From an optimization exercise on the open Yosys and OpenROAD flow, aimed at small area and a short achievable clock period; shortcuts taken in it are not production practice. At most, simulation tests tie the RTL to the original design; equivalence was not proved. Power and IR drop assume default switching activity.

## mac_top
module mac_top #(
   parameter int A_WIDTH = 18,    
   parameter int B_WIDTH = 18,    
   parameter int P_WIDTH = 48     
) (
   input  logic                      clk,
   input  logic                      rst_n,
   input  logic signed [A_WIDTH-1:0] data_a,
   input  logic signed [B_WIDTH-1:0] data_b,
   input  mac_pkg::mac_op_e          op,
   input  logic                      activate_mac,   
   output logic signed [P_WIDTH-1:0] data_p,
   output logic                      p_valid
);
Settings: LEC_CHECK=0, CAP_MARGIN=20, CORE_MARGIN=2, CORE_UTILIZATION=40, CTS_BUF_LIST=sky130_fd_sc_hd__clkbuf_8, CTS_CLUSTER_SIZE=30, SLEW_MARGIN=20, TNS_END_PERCENT=5; clock period 10.0 ns.
standard.sh (not shown) runs the stock make flow with config.mk's settings and CLKGATE_MAP_FILE= SYNTH_SCRIPT=/design/flow/synth_recipe.tcl, a recipe that flattens the netlist after the stock synthesis.
==> flow/flow/run.sh <==
#!/bin/bash
# The standard layout with these changes:
#  - Yosys's coarse 'synth' calls run with -noabc, so that extract_fa sees the
#    full and half adders as the RTL writes them (the later ABC mapping pass is
#    unchanged);
#  - the port buffers are buf_1 cells (buffer_ports -buffer_cell);
#  - timing repair aims at a setup margin of 6.75 ns.
# The SDC (clock period, I/O delays, loads) is the standard flow's, unchanged. Each make
# step's log stays under orfs/logs; make's own output goes to flow_make.log.
set -euo pipefail
grep -q '^proc synth {args} { yosys synth -nofsm -noshare {\*}$args }' synth_recipe.tcl
sed 's/yosys synth -nofsm -noshare /yosys synth -nofsm -noshare -noabc /' synth_recipe.tcl > synth_noabc.tcl
bash standard.sh SYNTH_SCRIPT=$PWD/synth_noabc.tcl SETUP_SLACK_MARGIN=6.75 \
  "BUFFER_PORTS_ARGS=-buffer_cell sky130_fd_sc_hd__buf_1" finish > flow_make.log 2>&1
The first run completed without violations.
Rerun with:
--- a/flow/flow/run.sh
+++ b/flow/flow/run.sh
@@ -2 +2 @@
-# The standard layout with these changes:
+# The standard layout with three changes:
@@ -6,2 +6,2 @@
-#  - the port buffers are buf_1 cells (buffer_ports -buffer_cell);
-#  - timing repair aims at a setup margin of 6.75 ns.
+#  - the port buffers are buf_2 cells (buffer_ports -buffer_cell);
+#  - timing repair aims at a setup margin of 6.5 ns.
@@ -13,2 +13,2 @@
-bash standard.sh SYNTH_SCRIPT=$PWD/synth_noabc.tcl SETUP_SLACK_MARGIN=6.75 \
-  "BUFFER_PORTS_ARGS=-buffer_cell sky130_fd_sc_hd__buf_1" finish > flow_make.log 2>&1
+bash standard.sh SYNTH_SCRIPT=$PWD/synth_noabc.tcl SETUP_SLACK_MARGIN=6.5 \
+  "BUFFER_PORTS_ARGS=-buffer_cell sky130_fd_sc_hd__buf_2" finish > flow_make.log 2>&1
--- a/flow/config.mk
+++ b/flow/config.mk
@@ -11,2 +10,0 @@
-export CTS_BUF_LIST = sky130_fd_sc_hd__clkbuf_8
-export CTS_CLUSTER_SIZE = 30
@@ -14 +11,0 @@
-export TNS_END_PERCENT = 5
After rerunning:
- The changed run passed the timing, design-rule and antenna checks
- sequential share of layout area goes up by 1.2 points
- wire length shrinks by 7.6%
- clock skew stays flat
- flip-flop and latch count does not change
- via count fell by 5.3%
- first-iteration DRC count goes down by 21%
- total power goes down by 1.5%
- count of clock-buffer cells in the layout is higher by 2
Rerun with:
--- a/flow/flow/run.sh
+++ b/flow/flow/run.sh
@@ -2 +2 @@
-# The standard layout with three changes:
+# The standard layout with these changes:
@@ -6,2 +6,2 @@
-#  - the port buffers are buf_2 cells (buffer_ports -buffer_cell);
-#  - timing repair aims at a setup margin of 6.5 ns.
+#  - the port buffers are buf_1 cells (buffer_ports -buffer_cell);
+#  - timing repair aims at a setup margin of 6.6 ns.
@@ -13,2 +13,2 @@
-bash standard.sh SYNTH_SCRIPT=$PWD/synth_noabc.tcl SETUP_SLACK_MARGIN=6.5 \
-  "BUFFER_PORTS_ARGS=-buffer_cell sky130_fd_sc_hd__buf_2" finish > flow_make.log 2>&1
+bash standard.sh SYNTH_SCRIPT=$PWD/synth_noabc.tcl SETUP_SLACK_MARGIN=6.6 \
+  "BUFFER_PORTS_ARGS=-buffer_cell sky130_fd_sc_hd__buf_1" finish > flow_make.log 2>&1
--- a/flow/config.mk
+++ b/flow/config.mk
@@ -10,0 +11,2 @@
+export CTS_BUF_LIST = sky130_fd_sc_hd__clkbuf_8
+export CTS_CLUSTER_SIZE = 30
=> Setup slack gains 38 ps; synthesized cell count does not change; register-to-register slack is better by 40 ps; flip-flop and latch count stays the same; wire length rose by 6.1%; cell count came out higher by 5.8%; via count rises by 6.5%; synthesized area stays the same; design area rises by 6.3%; maximum frequency went up by 1.1%; clock power shrinks by 23%.

* * *

Setup of v6:
mac_top, a different RTL version from the one above (not shown whole).
Size: roughly 0.013 mm^2 of cells after synthesis.
## mac_top
module mac_top #(
   parameter int A_WIDTH = 18,    
   parameter int B_WIDTH = 18,    
   parameter int P_WIDTH = 48     
) (
   input  logic                      clk,
   input  logic                      rst_n,
   input  logic signed [A_WIDTH-1:0] data_a,
   input  logic signed [B_WIDTH-1:0] data_b,
   input  mac_pkg::mac_op_e          op,
   input  logic                      activate_mac,   
   output logic signed [P_WIDTH-1:0] data_p,
   output logic                      p_valid
);
==> flow/config.mk <==
export PLATFORM = sky130hd
export DESIGN_NAME = mac_top
export DESIGN_NICKNAME = mac_top
export VERILOG_FILES = /design/flow/design.v
export SDC_FILE = /design/flow/constraint.sdc
export NUM_CORES = 4
export LEC_CHECK = 0
export CAP_MARGIN = 20
export CORE_MARGIN = 2
export CORE_UTILIZATION = 40
export CTS_BUF_LIST = sky130_fd_sc_hd__clkbuf_8
export SLEW_MARGIN = 20
==> flow/constraint.sdc <==
create_clock -name core_clock -period 10.0 [get_ports {clk}]
set_input_delay 2.0000 -clock core_clock [delete_from_list [all_inputs] [get_ports {clk}]]
set_output_delay 2.0000 -clock core_clock [all_outputs]
set_load 0.01 [all_outputs]
==> flow/flow/run.sh <==
#!/bin/bash
# The standard layout with three changes:
#  - Yosys's coarse 'synth' calls run with -noabc, so that extract_fa sees the
#    full and half adders as the RTL writes them (the later ABC mapping pass is
#    unchanged);
#  - the port buffers are buf_2 cells (buffer_ports -buffer_cell);
#  - timing repair aims at a setup margin of 6.5 ns.
# The SDC (clock period, I/O delays, loads) is the standard flow's, unchanged. Each make
# step's log stays under orfs/logs; make's own output goes to flow_make.log.
set -euo pipefail
grep -q '^proc synth {args} { yosys synth -nofsm -noshare {\*}$args }' synth_recipe.tcl
sed 's/yosys synth -nofsm -noshare /yosys synth -nofsm -noshare -noabc /' synth_recipe.tcl > synth_noabc.tcl
bash standard.sh SYNTH_SCRIPT=$PWD/synth_noabc.tcl SETUP_SLACK_MARGIN=6.5 \
  "BUFFER_PORTS_ARGS=-buffer_cell sky130_fd_sc_hd__buf_2" finish > flow_make.log 2>&1
v6 reached the final stage; the timing, design-rule and antenna checks on its layout passed.
Edits applied to the flow inputs when going from v6 to v7:
diff --git a/flow/config.mk b/flow/config.mk
--- a/flow/config.mk
+++ b/flow/config.mk
@@ -9,4 +9,3 @@
 export CORE_MARGIN = 2
 export CORE_UTILIZATION = 40
-export CTS_BUF_LIST = sky130_fd_sc_hd__clkbuf_8
 export SLEW_MARGIN = 20
### Flow results
v7 — portion of total power attributed to the clock network 2.2 points higher, v6 as reference. v7: all stages complete, timing, DRC and antenna checks passed. v7 has number of global-route vias before repair above what v6 had. Diff v6 -> v7: number of input and output port buffers inserted comparable, routed length on met1 went up by 470 um, setup slack -32 ps, global routing met2 resource utilization higher, clock-buffer cell count went up. v6 -> v7: tap cell count flat. v6 has lower clock power than v7. In the flow results for v6 and v7, the cell area after layout is smaller on v6.
No functional check of the RTL was part of any run of this note.

* * *

Another version of the RTL of mac_top (not shown whole).
For scale: ~1200 cells after synthesis, ~170 flip-flops, roughly 90 I/O pins.
==> flow/config.mk <==
export PLATFORM = sky130hd
export DESIGN_NAME = mac_top
export DESIGN_NICKNAME = mac_top
export VERILOG_FILES = /design/flow/design.v
export SDC_FILE = /design/flow/constraint.sdc
export NUM_CORES = 4
export LEC_CHECK = 0
export CAP_MARGIN = 20
export CORE_MARGIN = 2
export CORE_UTILIZATION = 55
export PLACE_DENSITY = 0.7
export SLEW_MARGIN = 20
==> flow/constraint.sdc <==
create_clock -name core_clock -period 10.0 [get_ports {clk}]
set_input_delay 2.0000 -clock core_clock [delete_from_list [all_inputs] [get_ports {clk}]]
set_output_delay 2.0000 -clock core_clock [all_outputs]
set_load 0.01 [all_outputs]
Scripts as last shown in full above: flow/flow/run.sh
==> next run, changes <==
Settings changed: CORE_UTILIZATION 55 to 40, PLACE_DENSITY 0.7 to unset.
Die area rises by well over a third. Final cell count rises by a little under a tenth. Core utilization falls by 17 points. Power falls by a few percent. Register-to-register slack gains 0.06 ns. Hold slack loses 0.0036 ns. Routed wire length rises slightly. Non-clock buffer count is unchanged. Clock power falls by roughly a tenth. Cell area rises slightly.
==> next run, changes <==
--- a/flow/flow/run.sh
+++ b/flow/flow/run.sh
@@ -6,3 +6,3 @@
 #  - the port buffers are buf_2 cells (buffer_ports -buffer_cell);
-#  - timing repair aims at a setup margin of 6.5 ns.
+#  - timing repair aims at a setup margin of 6.65 ns.
 # The SDC (clock period, I/O delays, loads) is the standard flow's, unchanged. Each make
@@ -12,3 +12,3 @@
 sed 's/yosys synth -nofsm -noshare /yosys synth -nofsm -noshare -noabc /' synth_recipe.tcl > synth_noabc.tcl
-bash standard.sh SYNTH_SCRIPT=$PWD/synth_noabc.tcl SETUP_SLACK_MARGIN=6.5 \
+bash standard.sh SYNTH_SCRIPT=$PWD/synth_noabc.tcl SETUP_SLACK_MARGIN=6.65 \
   "BUFFER_PORTS_ARGS=-buffer_cell sky130_fd_sc_hd__buf_2" finish > flow_make.log 2>&1
What happened: Area after synthesis stays the same; total power rises by 8.9%; first-iteration DRC count rises by 11%; cell count rises by 1.7%; clock-buffer cell count falls by 1; global-route usage rises by 0.65 points; register-to-register slack stays flat.
==> next run, changes <==
--- a/flow/flow/run.sh
+++ b/flow/flow/run.sh
@@ -6,3 +6,3 @@
 #  - the port buffers are buf_2 cells (buffer_ports -buffer_cell);
-#  - timing repair aims at a setup margin of 6.65 ns.
+#  - timing repair aims at a setup margin of 6.5 ns.
 # The SDC (clock period, I/O delays, loads) is the standard flow's, unchanged. Each make
@@ -12,3 +12,3 @@
 sed 's/yosys synth -nofsm -noshare /yosys synth -nofsm -noshare -noabc /' synth_recipe.tcl > synth_noabc.tcl
-bash standard.sh SYNTH_SCRIPT=$PWD/synth_noabc.tcl SETUP_SLACK_MARGIN=6.65 \
+bash standard.sh SYNTH_SCRIPT=$PWD/synth_noabc.tcl SETUP_SLACK_MARGIN=6.5 \
   "BUFFER_PORTS_ARGS=-buffer_cell sky130_fd_sc_hd__buf_2" finish > flow_make.log 2>&1
Settings changed: ABC_AREA set to 1.
After rerunning:
- critical path depth is lower by 5
- synthesized area is higher by 3.6%
- combinational power is lower by 14%
- final area is lower by 1.8%
- worst hold slack loses 0.0068 ns
- final cell count is higher by 18%
- routed wire length is lower by 4.2%
- sequential share of layout area is lower by 0.10 points
- worst setup slack gains 0.069 ns
No run of this note included a check of the RTL's function; only the layout flow was run.

==> separate check: timing with driven ports <==
The results above use ideal ports. As a check the final layouts listed here were re-extracted and re-timed, cells and wires unchanged. Step 1, drivers: a clkbuf_16 drives clk and a buf_2 each remaining input, both assumed. Step 2, shift: input delay + t, output delay - t, t = (earliest + latest rising clock arrival at the registers) / 2. This alone moves slack from input paths to output paths. a / b / c = ideal / step 1 / step 2; a / b = the first two.
run	t, ns	setup slack, ns	hold WS [ns]	slew at the worst register clock pin (ns)	cell pins on the clock port's net
the first run of note 1	0.534	6.672 / 6.672 / 6.637	0.353 / 0.353 / 0.353	0.10 / 0.10	1
the second run of note 1	0.485	6.602 / 6.602 / 6.602	0.349 / 0.349 / 0.349	0.07 / 0.07	1
the third run of note 1	0.512	6.640 / 6.640 / 6.617	0.355 / 0.355 / 0.355	0.10 / 0.10	1
v6	0.519	6.387 / 6.387 / 6.387	0.366 / 0.366 / 0.366	0.10 / 0.10	1
v7	0.487	6.356 / 6.356 / 6.356	0.357 / 0.357 / 0.357	0.07 / 0.07	1
the first run of note 3	0.471	6.439 / 6.439 / 6.439	0.360 / 0.360 / 0.360	0.07 / 0.07	1
the second run of note 3	0.480	6.502 / 6.502 / 6.502	0.357 / 0.357 / 0.357	0.07 / 0.07	1
the third run of note 3	0.483	6.514 / 6.514 / 6.514	0.353 / 0.353 / 0.353	0.07 / 0.07	1
the fourth run of note 3	0.497	6.583 / 6.583 / 6.506	0.347 / 0.347 / 0.347	0.08 / 0.08	1
After both steps every run listed still meets setup and hold. For the fourth run of note 3, which loses most, drivers alone change the setup slack by 0.000 ns; drivers and shift together by -0.077 ns. Setup slack includes reset recovery checks.
